Context: an optimization exercise on an open-source flow, tuned for small area, a short achievable clock period and few clock cycles per item. The choices shown serve that exercise and are no tape-out recipe. Only simulation tests tie the RTL to the original design; equivalence was not proved. Power and IR drop assume default switching activity.

== run A ==
==> flow/design.v <==
package bf_pkg;
   typedef enum logic [1:0] {
      OP_INSERT = 2'b00,
      OP_REMOVE = 2'b01,
      OP_AGE    = 2'b10,
      OP_QUERY  = 2'b11
   } bf_op_e;
   typedef logic [4-1:0] bucket_t;
   typedef bucket_t [12-1:0] bucket_word_t;
   typedef struct packed {
      bf_op_e                  op;
      logic [4-1:0] tag;
      logic [6-1:0] hash0;  
      logic [6-1:0] hash1;  
   } bf_req_t;
   typedef struct packed {
      bf_op_e                  op;
      logic [4-1:0] tag;
      logic                    hit;   
   } bf_rsp_t;
endpackage
module bf_req_ingress
(
   input  logic                     clk,
   input  logic                     rst_n,
   input  logic                     req_valid,
   input  bf_pkg::bf_req_t          req,
   output logic                     credit_return,
   output logic                     s1_valid,
   output bf_pkg::bf_req_t          s1_req,
   output logic [6-1:0] rd_addr0,
   output logic [6-1:0] rd_addr1
);
   localparam int PTR_W = $clog2(4);
   logic [17:0]      q_mem [0:4-1];   
   logic [PTR_W:0]   wr_ptr;   
   logic [PTR_W:0]   rd_ptr;
   logic             q_empty;
   logic             q_full;
   logic             push;
   logic             pop;
   bf_pkg::bf_req_t  head;
   assign q_empty = (wr_ptr == rd_ptr);
   assign q_full  = (wr_ptr[PTR_W] != rd_ptr[PTR_W]) &&
                    (wr_ptr[PTR_W-1:0] == rd_ptr[PTR_W-1:0]);
   assign push = req_valid && !q_full;
   assign pop  = !q_empty;
   assign head = q_mem[rd_ptr[PTR_W-1:0]];
   assign rd_addr0      = head.hash0;
   assign rd_addr1      = head.hash1;
   assign credit_return = pop;
   always_ff @(posedge clk) begin
      if (push) begin
         q_mem[wr_ptr[PTR_W-1:0]] <= req;
      end
   end
   always_ff @(posedge clk) begin
      if (!rst_n) begin
         wr_ptr <= '0;
         rd_ptr <= '0;
      end else begin
         if (push) wr_ptr <= wr_ptr + 1'b1;
         if (pop)  rd_ptr <= rd_ptr + 1'b1;
      end
   end
   always_ff @(posedge clk) begin
      if (!rst_n) begin
         s1_valid <= 1'b0;
      end else begin
         s1_valid <= pop;
      end
   end
   always_ff @(posedge clk) begin
      s1_req <= head;
   end
endmodule
module bf_bucket_bank
(
   input  logic                     clk,
   input  logic                     rst_n,
   input  logic [6-1:0] rd_addr,
   input  logic                     wr_en,
   input  logic [6-1:0] wr_addr,
   input  bf_pkg::bucket_word_t     wr_word,
   output bf_pkg::bucket_word_t     rd_word
);
   localparam int NUM_WORDS = 1 << 6;
   bf_pkg::bucket_word_t   mem [0:NUM_WORDS-1];
   logic [NUM_WORDS-1:0]   word_vld;   
   always_ff @(posedge clk) begin
      if (!rst_n) begin
         word_vld <= '0;
      end else if (wr_en) begin
         word_vld[wr_addr] <= 1'b1;
      end
   end
   always_ff @(posedge clk) begin
      if (wr_en) begin
         mem[wr_addr] <= wr_word;
      end
   end
   always_ff @(posedge clk) begin
      if (word_vld[rd_addr]) begin
         rd_word <= mem[rd_addr];
      end else begin
         rd_word <= '0;    
      end
   end
endmodule
module bf_bucket_update
(
   input  logic                     clk,
   input  logic                     rst_n,
   input  logic                     s1_valid,
   input  bf_pkg::bf_req_t          s1_req,
   input  bf_pkg::bucket_word_t     rd_word0,
   input  bf_pkg::bucket_word_t     rd_word1,
   output logic                     wr_en,
   output logic [6-1:0] wr_addr0,
   output logic [6-1:0] wr_addr1,
   output bf_pkg::bucket_word_t     wr_word0,
   output bf_pkg::bucket_word_t     wr_word1,
   output logic                     rsp_valid,
   output bf_pkg::bf_rsp_t          rsp
);
   localparam logic [4-1:0] BKT_MAX = '1;
   logic                     hist_en;
   logic [6-1:0] hist_addr0;
   logic [6-1:0] hist_addr1;
   bf_pkg::bucket_word_t     hist_word0;
   bf_pkg::bucket_word_t     hist_word1;
   bf_pkg::bucket_word_t cur_word0;
   bf_pkg::bucket_word_t cur_word1;
   bf_pkg::bucket_word_t nxt_word0;
   bf_pkg::bucket_word_t nxt_word1;
   logic         present0;
   logic         present1;
   function automatic bf_pkg::bucket_word_t fwd_word(
      input logic [6-1:0] addr,
      input bf_pkg::bucket_word_t     bank_word,
      input logic                     new_en,
      input logic [6-1:0] new_addr,
      input bf_pkg::bucket_word_t     new_word,
      input logic                     old_en,
      input logic [6-1:0] old_addr,
      input bf_pkg::bucket_word_t     old_word
   );
      bf_pkg::bucket_word_t sel;
      sel = bank_word;
      if (new_en && new_addr == addr) begin
         sel = new_word;
      end else if (old_en && old_addr == addr) begin
         sel = old_word;
      end
      fwd_word = sel;
   endfunction
   function automatic logic [12*4-1:0] lane_update(
      input logic [1:0]                                  op,
      input logic [12*4-1:0] cur
   );
      logic [12*4-1:0] nxt;
      logic                                       found;
      nxt   = cur;
      found = 1'b0;
      if (op == bf_pkg::OP_INSERT) begin
         if (cur[4-1:0] != BKT_MAX) begin
            nxt[4-1:0] = cur[4-1:0] + 1'b1;    
         end
      end else if (op == bf_pkg::OP_REMOVE) begin
         for (int i = 0; i < 12; i++) begin
            if (!found && cur[i*4 +: 4] != '0) begin
               nxt[i*4 +: 4] =
                  cur[i*4 +: 4] - 1'b1;
               found = 1'b1;
            end
         end
      end else if (op == bf_pkg::OP_AGE) begin
         nxt = {cur[(12-1)*4-1:0], {4{1'b0}}};
      end
      lane_update = nxt;
   endfunction
   always_comb begin
      cur_word0 = fwd_word(s1_req.hash0, rd_word0, wr_en, wr_addr0, wr_word0,
                           hist_en, hist_addr0, hist_word0);
      cur_word1 = fwd_word(s1_req.hash1, rd_word1, wr_en, wr_addr1, wr_word1,
                           hist_en, hist_addr1, hist_word1);
      present0  = |cur_word0;
      present1  = |cur_word1;
      nxt_word0 = lane_update(s1_req.op, cur_word0);
      nxt_word1 = lane_update(s1_req.op, cur_word1);
   end
   always_ff @(posedge clk) begin
      if (!rst_n) begin
         wr_en     <= 1'b0;
         rsp_valid <= 1'b0;
         hist_en   <= 1'b0;
      end else begin
         wr_en     <= s1_valid;
         rsp_valid <= s1_valid;   
         hist_en   <= wr_en;
      end
   end
   always_ff @(posedge clk) begin
      wr_addr0   <= s1_req.hash0;
      wr_addr1   <= s1_req.hash1;
      wr_word0   <= nxt_word0;
      wr_word1   <= nxt_word1;
      rsp.op     <= s1_req.op;
      rsp.tag    <= s1_req.tag;
      rsp.hit    <= present0 & present1;
      hist_addr0 <= wr_addr0;
      hist_addr1 <= wr_addr1;
      hist_word0 <= wr_word0;
      hist_word1 <= wr_word1;
   end
endmodule
module bloom_filter_top
(
   input  logic        clk,
   input  logic        rst_n,
   input  logic        req_valid,
   input  logic [17:0] req,        
   output logic        credit_return,
   output logic        rsp_valid,
   output logic [6:0]  rsp         
);
   logic                     s1_valid;
   bf_pkg::bf_req_t          s1_req;
   logic [6-1:0] rd_addr0;
   logic [6-1:0] rd_addr1;
   bf_pkg::bucket_word_t     rd_word0;
   bf_pkg::bucket_word_t     rd_word1;
   logic                     wr_en;      
   logic [6-1:0] wr_addr0;
   logic [6-1:0] wr_addr1;
   bf_pkg::bucket_word_t     wr_word0;
   bf_pkg::bucket_word_t     wr_word1;
   bf_pkg::bf_req_t          req_s;
   bf_pkg::bf_rsp_t          rsp_s;
   assign req_s = bf_pkg::bf_req_t'(req);
   assign rsp   = rsp_s;
   bf_req_ingress u_ingress (
      .clk           (clk),
      .rst_n         (rst_n),
      .req_valid     (req_valid),
      .req           (req_s),
      .credit_return (credit_return),
      .s1_valid      (s1_valid),
      .s1_req        (s1_req),
      .rd_addr0      (rd_addr0),
      .rd_addr1      (rd_addr1)
   );
   bf_bucket_bank u_bank0 (
      .clk     (clk),
      .rst_n   (rst_n),
      .rd_addr (rd_addr0),
      .wr_en   (wr_en),
      .wr_addr (wr_addr0),
      .wr_word (wr_word0),
      .rd_word (rd_word0)
   );
   bf_bucket_bank u_bank1 (
      .clk     (clk),
      .rst_n   (rst_n),
      .rd_addr (rd_addr1),
      .wr_en   (wr_en),
      .wr_addr (wr_addr1),
      .wr_word (wr_word1),
      .rd_word (rd_word1)
   );
   bf_bucket_update u_update (
      .clk       (clk),
      .rst_n     (rst_n),
      .s1_valid  (s1_valid),
      .s1_req    (s1_req),
      .rd_word0  (rd_word0),
      .rd_word1  (rd_word1),
      .wr_en     (wr_en),
      .wr_addr0  (wr_addr0),
      .wr_addr1  (wr_addr1),
      .wr_word0  (wr_word0),
      .wr_word1  (wr_word1),
      .rsp_valid (rsp_valid),
      .rsp       (rsp_s)
   );
endmodule
clock: 5.5 ns
lec_check: 0
abc_clock_period_in_ps: 3800
cap_margin: 20
core_margin: 2
core_utilization: 45
cts_cluster_diameter: 80
cts_cluster_size: 30
setup_slack_margin: 1.7
slew_margin: 20
tns_end_percent: 5
run.sh (not shown) runs the stock make flow with config.mk's settings and CLKGATE_MAP_FILE= SYNTH_SCRIPT=/design/flow/synth_recipe.tcl, a recipe that flattens the netlist after the stock synthesis.
Testbench counts of run A, summed over its fixed seeds: cycles 24,024, items 24,000.
--- input diff run A..run B ---
Settings: CTS_CLUSTER_DIAMETER no longer set, was 80; SETUP_SLACK_MARGIN no longer set, was 1.7; TNS_END_PERCENT no longer set, was 5; CTS_CLUSTER_SIZE no longer set, was 30; ABC_CLOCK_PERIOD_IN_PS no longer set, was 3800.
==> run notes <==
Re final non-filler cell total: run A was lower than run B. Comparing run B and run A, the higher total number of cells along the worst setup path is on run B. Relative to run A, total via count in the routed design increased by 2002 in run B. Run B ends up with a area added between synthesis and finish that is 3.9 points higher than in run A. Detailed router's first-iteration violation count of run B exceeds that of run A slightly. Taking run A over run B, the clock group power ratio works out to 0.58. Run B vs run A: overall routed net length down slightly.

-- separate check: timing with driven ports --
How much do the figures lean on ideal ports? The routed layouts below were timed once more, with nothing changed but the port constraints. Step 1 (the two cells are an assumption about what drives the block):
set clk [get_ports {clk}]
set_driving_cell -lib_cell sky130_fd_sc_hd__clkbuf_16 $clk
set_driving_cell -lib_cell sky130_fd_sc_hd__buf_2 [delete_from_list [all_inputs] $clk]
Step 2 adds t to the input delays and takes it off the output delays; t is the mean of the earliest and latest rising clock arrival at the registers after step 1. Input paths then give back, and output paths get back, about the clock's delay inside the block. Slacks: ideal / step 1 / step 2; pairs: ideal / step 1.
run	shift t [ns]	setup slack, ns	hold WS [ns]	worst setup path after step 2
run A	1.137	1.601 / 1.601 / 1.601	0.336 / 0.336 / 0.336	register to register
run B	1.223	0.611 / 0.611 / 0.611	0.326 / 0.326 / 0.326	register to register
After both steps every run listed still meets setup and hold.
